This design comes from an exercise in tuning for small area, a short achievable clock period and few clock cycles per item on the open sky130 flow, not from production work. Function was checked by simulation only, so behaviour that the tests miss may differ from the original.

File: design/flow/config.mk
export PLATFORM = sky130hd
export DESIGN_NAME = ir_volts_to_distance_loglog_core
export DESIGN_NICKNAME = ir_volts_to_distance_loglog_core
export VERILOG_FILES = /design/flow/design.v
export SDC_FILE = /design/flow/constraint.sdc
export NUM_CORES = 4
export LEC_CHECK = 0
export CAP_MARGIN = 20
export CORE_MARGIN = 2
export CORE_UTILIZATION = 40
export SLEW_MARGIN = 20
File: design/flow/constraint.sdc
create_clock -name core_clock -period 7.0 [get_ports {clk}]
set_input_delay 1.4000 -clock core_clock [delete_from_list [all_inputs] [get_ports {clk}]]
set_output_delay 1.4000 -clock core_clock [all_outputs]
set_load 0.01 [all_outputs]
File: design/flow/design.v
package ivdll_pkg;
    localparam logic [14:0] DIST_MIN  = 15'd2560;
    localparam logic [14:0] DIST_MAX  = 15'd20480;
    localparam logic [1:0] ST_INTERP = 2'd0;
    localparam logic [1:0] ST_FAR    = 2'd1;
    localparam logic [1:0] ST_NEAR   = 2'd2;
    localparam logic [15:0] AV0 = 16'd49152;
    localparam logic [15:0] AV1 = 16'd26214;
    localparam logic [15:0] AV2 = 16'd19661;
    localparam logic [15:0] AV3 = 16'd14746;
    localparam logic [15:0] AV4 = 16'd9830;
    localparam logic [15:0] AV5 = 16'd7373;
    function automatic logic [26:0] log_tab(input logic [5:0] i);
        case (i)
            6'd0: log_tab = {16'd0, 11'd1466};
            6'd1: log_tab = {16'd1466, 11'd1443};
            6'd2: log_tab = {16'd2909, 11'd1422};
            6'd3: log_tab = {16'd4331, 11'd1401};
            6'd4: log_tab = {16'd5732, 11'd1380};
            6'd5: log_tab = {16'd7112, 11'd1361};
            6'd6: log_tab = {16'd8473, 11'd1341};
            6'd7: log_tab = {16'd9814, 11'd1322};
            6'd8: log_tab = {16'd11136, 11'd1304};
            6'd9: log_tab = {16'd12440, 11'd1287};
            6'd10: log_tab = {16'd13727, 11'd1269};
            6'd11: log_tab = {16'd14996, 11'd1252};
            6'd12: log_tab = {16'd16248, 11'd1236};
            6'd13: log_tab = {16'd17484, 11'd1220};
            6'd14: log_tab = {16'd18704, 11'd1205};
            6'd15: log_tab = {16'd19909, 11'd1189};
            6'd16: log_tab = {16'd21098, 11'd1174};
            6'd17: log_tab = {16'd22272, 11'd1161};
            6'd18: log_tab = {16'd23433, 11'd1146};
            6'd19: log_tab = {16'd24579, 11'd1132};
            6'd20: log_tab = {16'd25711, 11'd1119};
            6'd21: log_tab = {16'd26830, 11'd1106};
            6'd22: log_tab = {16'd27936, 11'd1093};
            6'd23: log_tab = {16'd29029, 11'd1080};
            6'd24: log_tab = {16'd30109, 11'd1069};
            6'd25: log_tab = {16'd31178, 11'd1056};
            6'd26: log_tab = {16'd32234, 11'd1045};
            6'd27: log_tab = {16'd33279, 11'd1033};
            6'd28: log_tab = {16'd34312, 11'd1022};
            6'd29: log_tab = {16'd35334, 11'd1012};
            6'd30: log_tab = {16'd36346, 11'd1000};
            6'd31: log_tab = {16'd37346, 11'd990};
            6'd32: log_tab = {16'd38336, 11'd980};
            6'd33: log_tab = {16'd39316, 11'd970};
            6'd34: log_tab = {16'd40286, 11'd960};
            6'd35: log_tab = {16'd41246, 11'd950};
            6'd36: log_tab = {16'd42196, 11'd941};
            6'd37: log_tab = {16'd43137, 11'd931};
            6'd38: log_tab = {16'd44068, 11'd922};
            6'd39: log_tab = {16'd44990, 11'd914};
            6'd40: log_tab = {16'd45904, 11'd905};
            6'd41: log_tab = {16'd46809, 11'd896};
            6'd42: log_tab = {16'd47705, 11'd888};
            6'd43: log_tab = {16'd48593, 11'd879};
            6'd44: log_tab = {16'd49472, 11'd872};
            6'd45: log_tab = {16'd50344, 11'd863};
            6'd46: log_tab = {16'd51207, 11'd856};
            6'd47: log_tab = {16'd52063, 11'd848};
            6'd48: log_tab = {16'd52911, 11'd840};
            6'd49: log_tab = {16'd53751, 11'd833};
            6'd50: log_tab = {16'd54584, 11'd826};
            6'd51: log_tab = {16'd55410, 11'd819};
            6'd52: log_tab = {16'd56229, 11'd811};
            6'd53: log_tab = {16'd57040, 11'd805};
            6'd54: log_tab = {16'd57845, 11'd798};
            6'd55: log_tab = {16'd58643, 11'd791};
            6'd56: log_tab = {16'd59434, 11'd785};
            6'd57: log_tab = {16'd60219, 11'd778};
            6'd58: log_tab = {16'd60997, 11'd772};
            6'd59: log_tab = {16'd61769, 11'd765};
            6'd60: log_tab = {16'd62534, 11'd760};
            6'd61: log_tab = {16'd63294, 11'd753};
            6'd62: log_tab = {16'd64047, 11'd747};
            6'd63: log_tab = {16'd64794, 11'd742};
            default: log_tab = '0;
        endcase
    endfunction
    function automatic logic [24:0] exp_tab(input logic [5:0] i);
        case (i)
            6'd0: exp_tab = {15'd0, 10'd357};
            6'd1: exp_tab = {15'd357, 10'd361};
            6'd2: exp_tab = {15'd718, 10'd364};
            6'd3: exp_tab = {15'd1082, 10'd369};
            6'd4: exp_tab = {15'd1451, 10'd372};
            6'd5: exp_tab = {15'd1823, 10'd377};
            6'd6: exp_tab = {15'd2200, 10'd381};
            6'd7: exp_tab = {15'd2581, 10'd385};
            6'd8: exp_tab = {15'd2966, 10'd389};
            6'd9: exp_tab = {15'd3355, 10'd393};
            6'd10: exp_tab = {15'd3748, 10'd398};
            6'd11: exp_tab = {15'd4146, 10'd402};
            6'd12: exp_tab = {15'd4548, 10'd406};
            6'd13: exp_tab = {15'd4954, 10'd411};
            6'd14: exp_tab = {15'd5365, 10'd415};
            6'd15: exp_tab = {15'd5780, 10'd420};
            6'd16: exp_tab = {15'd6200, 10'd424};
            6'd17: exp_tab = {15'd6624, 10'd429};
            6'd18: exp_tab = {15'd7053, 10'd434};
            6'd19: exp_tab = {15'd7487, 10'd438};
            6'd20: exp_tab = {15'd7925, 10'd443};
            6'd21: exp_tab = {15'd8368, 10'd448};
            6'd22: exp_tab = {15'd8816, 10'd453};
            6'd23: exp_tab = {15'd9269, 10'd458};
            6'd24: exp_tab = {15'd9727, 10'd463};
            6'd25: exp_tab = {15'd10190, 10'd467};
            6'd26: exp_tab = {15'd10657, 10'd473};
            6'd27: exp_tab = {15'd11130, 10'd478};
            6'd28: exp_tab = {15'd11608, 10'd483};
            6'd29: exp_tab = {15'd12091, 10'd489};
            6'd30: exp_tab = {15'd12580, 10'd494};
            6'd31: exp_tab = {15'd13074, 10'd499};
            6'd32: exp_tab = {15'd13573, 10'd505};
            6'd33: exp_tab = {15'd14078, 10'd510};
            6'd34: exp_tab = {15'd14588, 10'd515};
            6'd35: exp_tab = {15'd15103, 10'd522};
            6'd36: exp_tab = {15'd15625, 10'd527};
            6'd37: exp_tab = {15'd16152, 10'd532};
            6'd38: exp_tab = {15'd16684, 10'd539};
            6'd39: exp_tab = {15'd17223, 10'd544};
            6'd40: exp_tab = {15'd17767, 10'd550};
            6'd41: exp_tab = {15'd18317, 10'd557};
            6'd42: exp_tab = {15'd18874, 10'd562};
            6'd43: exp_tab = {15'd19436, 10'd569};
            6'd44: exp_tab = {15'd20005, 10'd574};
            6'd45: exp_tab = {15'd20579, 10'd581};
            6'd46: exp_tab = {15'd21160, 10'd587};
            6'd47: exp_tab = {15'd21747, 10'd594};
            6'd48: exp_tab = {15'd22341, 10'd600};
            6'd49: exp_tab = {15'd22941, 10'd607};
            6'd50: exp_tab = {15'd23548, 10'd613};
            6'd51: exp_tab = {15'd24161, 10'd620};
            6'd52: exp_tab = {15'd24781, 10'd627};
            6'd53: exp_tab = {15'd25408, 10'd633};
            6'd54: exp_tab = {15'd26041, 10'd640};
            6'd55: exp_tab = {15'd26681, 10'd648};
            6'd56: exp_tab = {15'd27329, 10'd654};
            6'd57: exp_tab = {15'd27983, 10'd662};
            6'd58: exp_tab = {15'd28645, 10'd668};
            6'd59: exp_tab = {15'd29313, 10'd676};
            6'd60: exp_tab = {15'd29989, 10'd684};
            6'd61: exp_tab = {15'd30673, 10'd691};
            6'd62: exp_tab = {15'd31364, 10'd698};
            6'd63: exp_tab = {15'd32062, 10'd706};
            default: exp_tab = '0;
        endcase
    endfunction
endpackage
module ivdll_lerp #(
    parameter int BASE_W = 16,
    parameter int DIFF_W = 11,
    parameter int FRAC_W = 9,
    parameter int OUT_W  = 17
) (
    input  logic [BASE_W-1:0] base,
    input  logic [DIFF_W-1:0] diff,
    input  logic [FRAC_W-1:0] frac,
    output logic [OUT_W-1:0]  result
);
    localparam int SUM_W = OUT_W + FRAC_W;
    logic [SUM_W-1:0] sum;
    assign sum    = (SUM_W'(base) << FRAC_W) + SUM_W'(diff) * SUM_W'(frac)
                  + (SUM_W'(1) << (FRAC_W - 1));
    assign result = sum[SUM_W-1:FRAC_W];
endmodule
module ir_volts_to_distance_loglog_core (
    input  logic        clk,
    input  logic        rst_n,
    input  logic        cfg_we,
    input  logic        cfg_index,
    input  logic [15:0] cfg_data,
    input  logic        sample_valid,
    output logic        sample_ready,
    input  logic [15:0] voltage,
    output logic        result_valid,
    input  logic        result_ready,
    output logic [14:0] distance,
    output logic [1:0]  range_status
);
    localparam int NS = 5;
    logic [15:0] far_thr_reg;
    logic [15:0] near_thr_reg;
    always_ff @(posedge clk or negedge rst_n)
    begin
        if (!rst_n)
        begin
            far_thr_reg  <= 16'd6554;
            near_thr_reg <= 16'd45875;
        end
        else if (cfg_we)
        begin
            if (cfg_index == 1'b0)
                far_thr_reg  <= cfg_data;
            else
                near_thr_reg <= cfg_data;
        end
    end
    logic [NS:1] vld_reg;
    logic        adv;
    assign adv = result_ready || !vld_reg[NS];
    always_ff @(posedge clk or negedge rst_n)
    begin
        if (!rst_n)
            vld_reg <= '0;
        else if (adv)
            vld_reg <= {vld_reg[NS-1:1], sample_valid};
    end
    assign sample_ready = adv;
    assign result_valid = vld_reg[NS];
    logic [2:0]  cmb_next;
    logic [14:0] f_next;
    logic [1:0]  st_next;
    always_comb
    begin
        if (voltage >= ivdll_pkg::AV1)
            cmb_next = voltage[15] ? 3'd0 : 3'd1;
        else if (voltage >= ivdll_pkg::AV2)
            cmb_next = 3'd2;
        else if (voltage >= ivdll_pkg::AV3)
            cmb_next = voltage[14] ? 3'd3 : 3'd4;
        else if (voltage >= ivdll_pkg::AV4)
            cmb_next = 3'd5;
        else
            cmb_next = voltage[13] ? 3'd6 : 3'd7;
        if (voltage[15])
            f_next = voltage[14:0];
        else if (voltage[14])
            f_next = {voltage[13:0], 1'b0};
        else if (voltage[13])
            f_next = {voltage[12:0], 2'b0};
        else
            f_next = {voltage[11:0], 3'b0};
        if (voltage <= far_thr_reg)
            st_next = ivdll_pkg::ST_FAR;
        else if (voltage >= near_thr_reg)
            st_next = ivdll_pkg::ST_NEAR;
        else if (voltage > ivdll_pkg::AV0)
            st_next = ivdll_pkg::ST_NEAR;
        else if (voltage < ivdll_pkg::AV5)
            st_next = ivdll_pkg::ST_FAR;
        else
            st_next = ivdll_pkg::ST_INTERP;
    end
    logic [2:0]  s1_cmb_reg;
    logic [14:0] s1_f_reg;
    logic [1:0]  s1_st_reg;
    always_ff @(posedge clk)
    begin
        if (adv)
        begin
            s1_cmb_reg <= cmb_next;
            s1_f_reg   <= f_next;
            s1_st_reg  <= st_next;
        end
    end
    logic [26:0] ltab;
    logic [16:0] fr_next;
    assign ltab = ivdll_pkg::log_tab(s1_f_reg[14:9]);
    ivdll_lerp #(
        .BASE_W (16),
        .DIFF_W (11),
        .FRAC_W (9),
        .OUT_W  (17)
    ) u_log_lerp (
        .base   (ltab[26:11]),
        .diff   (ltab[10:0]),
        .frac   (s1_f_reg[8:0]),
        .result (fr_next)
    );
    logic [2:0]  s2_cmb_reg;
    logic [16:0] s2_fr_reg;
    logic [1:0]  s2_st_reg;
    always_ff @(posedge clk)
    begin
        if (adv)
        begin
            s2_cmb_reg <= s1_cmb_reg;
            s2_fr_reg  <= fr_next;
            s2_st_reg  <= s1_st_reg;
        end
    end
    logic [16:0] c_log;
    logic [15:0] dl;
    logic [28:0] sprod;
    logic [16:0] delta_next;
    always_comb
    begin
        case (s2_cmb_reg)
            3'd0:    c_log = 17'd38336;
            3'd1:    c_log = 17'd103872;
            3'd2:    c_log = 17'd44435;
            3'd3:    c_log = 17'd17238;
            3'd4:    c_log = 17'd82774;
            3'd5:    c_log = 17'd55576;
            3'd6:    c_log = 17'd17233;
            default: c_log = 17'd82769;
        endcase
        dl = 16'(c_log - s2_fr_reg);
        case (s2_cmb_reg)
            3'd0, 3'd1: sprod = 29'(dl) * 29'd4517 + 29'd2048;
            3'd2:       sprod = 29'(dl) * 29'd5773 + 29'd2048;
            default:    sprod = {1'b0, dl, 12'd0};
        endcase
        delta_next = sprod[28:12];
    end
    logic [2:0]  s3_cmb_reg;
    logic [16:0] s3_delta_reg;
    logic [1:0]  s3_st_reg;
    always_ff @(posedge clk)
    begin
        if (adv)
        begin
            s3_cmb_reg   <= s2_cmb_reg;
            s3_delta_reg <= delta_next;
            s3_st_reg    <= s2_st_reg;
        end
    end
    logic [24:0] etab;
    logic [15:0] exm_next;
    assign etab = ivdll_pkg::exp_tab(s3_delta_reg[15:10]);
    ivdll_lerp #(
        .BASE_W (15),
        .DIFF_W (10),
        .FRAC_W (10),
        .OUT_W  (16)
    ) u_exp_lerp (
        .base   (etab[24:10]),
        .diff   (etab[9:0]),
        .frac   (s3_delta_reg[9:0]),
        .result (exm_next)
    );
    logic [2:0]  s4_cmb_reg;
    logic        s4_ip_reg;
    logic [15:0] s4_exm_reg;
    logic [1:0]  s4_st_reg;
    always_ff @(posedge clk)
    begin
        if (adv)
        begin
            s4_cmb_reg <= s3_cmb_reg;
            s4_ip_reg  <= s3_delta_reg[16];
            s4_exm_reg <= exm_next;
            s4_st_reg  <= s3_st_reg;
        end
    end
    logic [16:0] ex;
    logic [19:0] q5;
    logic [21:0] m;
    logic [14:0] scaled;
    logic [14:0] dist_next;
    always_comb
    begin
        ex = 17'd32768 + 17'(s4_exm_reg);
        q5 = 20'(ex) * 20'd5;
        case (s4_cmb_reg)
            3'd0, 3'd1: m = 22'(q5);
            3'd2:       m = 22'(q5) << 1;
            3'd3, 3'd4: m = 22'(q5) * 22'd3;
            3'd5:       m = 22'(q5) << 2;
            default:    m = (22'(q5) * 22'd3) << 1;
        endcase
        scaled = 15'(((m + 22'd32) >> 6) << s4_ip_reg);
        case (s4_st_reg)
            ivdll_pkg::ST_FAR:  dist_next = ivdll_pkg::DIST_MAX;
            ivdll_pkg::ST_NEAR: dist_next = ivdll_pkg::DIST_MIN;
            default:            dist_next = scaled;
        endcase
    end
    logic [14:0] dist_reg;
    logic [1:0]  st_out_reg;
    always_ff @(posedge clk)
    begin
        if (adv)
        begin
            dist_reg   <= dist_next;
            st_out_reg <= s4_st_reg;
        end
    end
    assign distance     = dist_reg;
    assign range_status = st_out_reg;
endmodule
File: design/flow/run.sh
#!/bin/bash
# synth_recipe.tcl (not shown) runs the flow's synth.tcl, then flattens the netlist and writes it again
# the make line also repeats each setting of config.mk as NAME=value (left out here)
make -C /OpenROAD-flow-scripts/flow DESIGN_CONFIG=/design/flow/config.mk WORK_HOME=/design/flow/orfs CLKGATE_MAP_FILE= SYNTH_SCRIPT=/design/flow/synth_recipe.tcl finish
==> impl_metrics.yaml <==
logic_synthesis:
  syn_area_sq_mm: 0.0293
  synthCells: 3432
  synth_cell_types: 108
  synthTopCellsByArea: "ha_1 (19%), fa_1 (17%), edfxtp_1 (10%), inv_1 (6.0%), nand2_1 (4.6%)"
  synthesis.nets: 4160
  postSynth.asyncResetShare_pct: 19.4
  synth_largest_area_cell: "ha_1"
  ys_seq_elements: 191
  ys_seq_area_share_pct: 17.2
  yosys_most_used_dff: "edfxtp_1"
  synth_top_area_share_pct: 18.8
  synth_area_per_cell_sq_um: 8.53
  synth_edf_count: 102
  yosys_warnings: 1
place:
  placed_area_sq_mm: 0.0342
  gp_congestion: 0.979
  dpl.hpwl_um: 69000
  portBuffers: 56
sta:
  finalSetupTns_ps: -24730
  setup_violations: 33
  slew_viol_final: 0
  worst_slack_ps: -982
  tightest_slew_ps: 980
  clock_skew_ps: 16.4
  hold_viol: 0
  max_freq_mhz: 125
  relSlewSlack_pct: 34.7
  rsz0062_at_grt: "yes"
  fin_crit_ps: 7980
  period_share_pct: 114
outcome:
  run_status: "failed layout checks"
  so_faults: "setup timing"
critical_path:
  cp.arrival_ps: 8380
  cp.required_ps: 7400
  cpPeakStageDelay_ps: 540
  crit_top_cell: "fa_1"
  path_delay_family: "adder cells"
  regToRegStartpoint: "s2_cmb_reg[2]$_DFFE_PN_"
  crit_type: "reg2reg"
  path_buf_inv: 8
  slowest_stage: "fa_1"
  r2r_slack_ps: -980
  r2r_cells: 34
  crit_fanout: 6
  critPathCaptureType: "flop"
  reg2reg_to: "etab[16]$_DFF_P_"
  cp-start-kind: "flop"
layout:
  multiInputGateArea_sq_mm: 0.0243
  seq_area_sq_mm: 0.00505
  syn_to_final_growth_pct: 29.0
  final_cell_area_sq_mm: 0.0378
  fin_nets: 4541
  final.fill_count: 6608
run:
  maxCapViolCount: 0
grt:
  grt.overflow.total: 0
  grt_first_pass_wirelength_um: 140000
  grt_pass1_vias: 25600
  grt_max_degree: 56
  track_usage_pct: 23.3
  antenna_found_initial: 0
hold_path:
  whs_path_depth: 0
  holdPathEnd: "s2_st_reg[1]$_DFFE_PN_"
  hold_path_class: "reg2reg"
  hp-start: "s1_st_reg[1]$_SDFFCE_PP0N_"
die:
  rows: 99
  die_area_sq_mm: 0.0754
  dieWidth_um: 275
  io-pin-count: 57
  dieHeight_um: 275
  core_sq_mm: 0.0727
  start_util_pct: 40.3
route:
  first_pass_iters: 6
  wl_per_cell_um: 18.6
  dr_total_vias: 26200
  via_per_inst: 5.48
  drt_iter0_markers: 2164
  finalWirelength_um: 89100
  ant_nets: 0
  drcViolationCount: 0
clock_tree:
  cts_tree: "done"
  cts-buffers-inserted: 17
  clk_latency_ps: 500
  ctsHoldBuffers: 0
  clockRootBuffer: "clkbuf_16"
  cts_max_path_buffers: 2
  htreeDepth: 4
  cts.clk_slew.worst_paths_ps: 90
  cts_sinks: 191
[synth_stat cells, types with 33 or more instances]
master	instances
xor2_1	33
xnor2_1	61
edfxtp_1	102
and2_1	98
a21oi_1	168
a21o_1	45
a211oi_1	35
buf_2	33
o21ai_0	167
ha_1	440
fa_1	250
inv_1	471
a31oi_1	38
nand2_1	361
nor2_1	235
o21a_1	33
clkbuf_1	122
nand3_1	57
nor3_1	62
o211ai_1	43
dfxtp_1	52
[worst max path at each step]
stage               depth (start not counted)                    start               end
floorplan                                  36  s2_cmb_reg[1]$_DFFE_PN_  etab[17]$_DFF_P_
global placement                           31  s2_cmb_reg[2]$_DFFE_PN_  etab[21]$_DFF_P_
detailed placement                         31  s2_cmb_reg[2]$_DFFE_PN_  etab[21]$_DFF_P_
CTS                                        40  s2_cmb_reg[2]$_DFFE_PN_  etab[13]$_DFF_P_
global route                               32  s2_cmb_reg[2]$_DFFE_PN_  etab[16]$_DFF_P_
finish                                     34  s2_cmb_reg[2]$_DFFE_PN_  etab[16]$_DFF_P_
[what timing repair did]
action,in CTS,in global routing
buffers inserted,60,53
gates resized for setup,166,251
cloned,8,3
endpoints found under the setup margin,37,41
pin swaps,46,143
[stage by stage]
| stage | hold WS (ps) | setup slack, ps | utilization, % | std cells |
|---|---|---|---|---|
| 3_5_place_dp | 405 | -1310 | 47.1 | 4658 |
| 3_3_place_gp | 401 | -1220 | 47.1 | 4658 |
| 5_1_grt | 429 | -1190 | 51.9 | 4785 |
| 6_report | 424 | -982 | 51.9 | 4786 |
| 2_1_floorplan | 400 | -649 | - | 3432 |
| 4_1_cts | 424 | -902 | 49.8 | 4749 |
[cell type report]
type / count / area share (%)
repair buffers: 533 / 12.7
inverters: 477 / 4.85
clock inverters: 15 / 0.510
multi-input cells: 2593 / 64.3
flip-flops and latches: 191 / 13.4
well taps: 959 / 3.18
clock buffers: 17 / 1.13
diodes: 1 / 0.00663
[metal layers]
metal	share of wire (%)	GRT usage, %	vias to the layer above
met5	0	0	-
met4	2.8	7.49	0
met3	4.6	2.72	152
met2	48	38.5	758
met1	45	31.9	12700
li1	-	-	12600
[cell families after synthesis]
kind of cell / Yosys count / share of synthesized area, %
XOR/XNOR: 95 / 2.87
AND/OR/NAND/NOR: 967 / 15.3
flip-flops: 191 / 17.2
AO/OA/AOI/OAI: 795 / 18.5
buffers and inverters: 649 / 8.47
multiplexers: 45 / 1.66
adder cells (fa/ha/maj): 690 / 35.9
Testbench counts, summed over its fixed seeds: cycles 16,040, items 16,000.
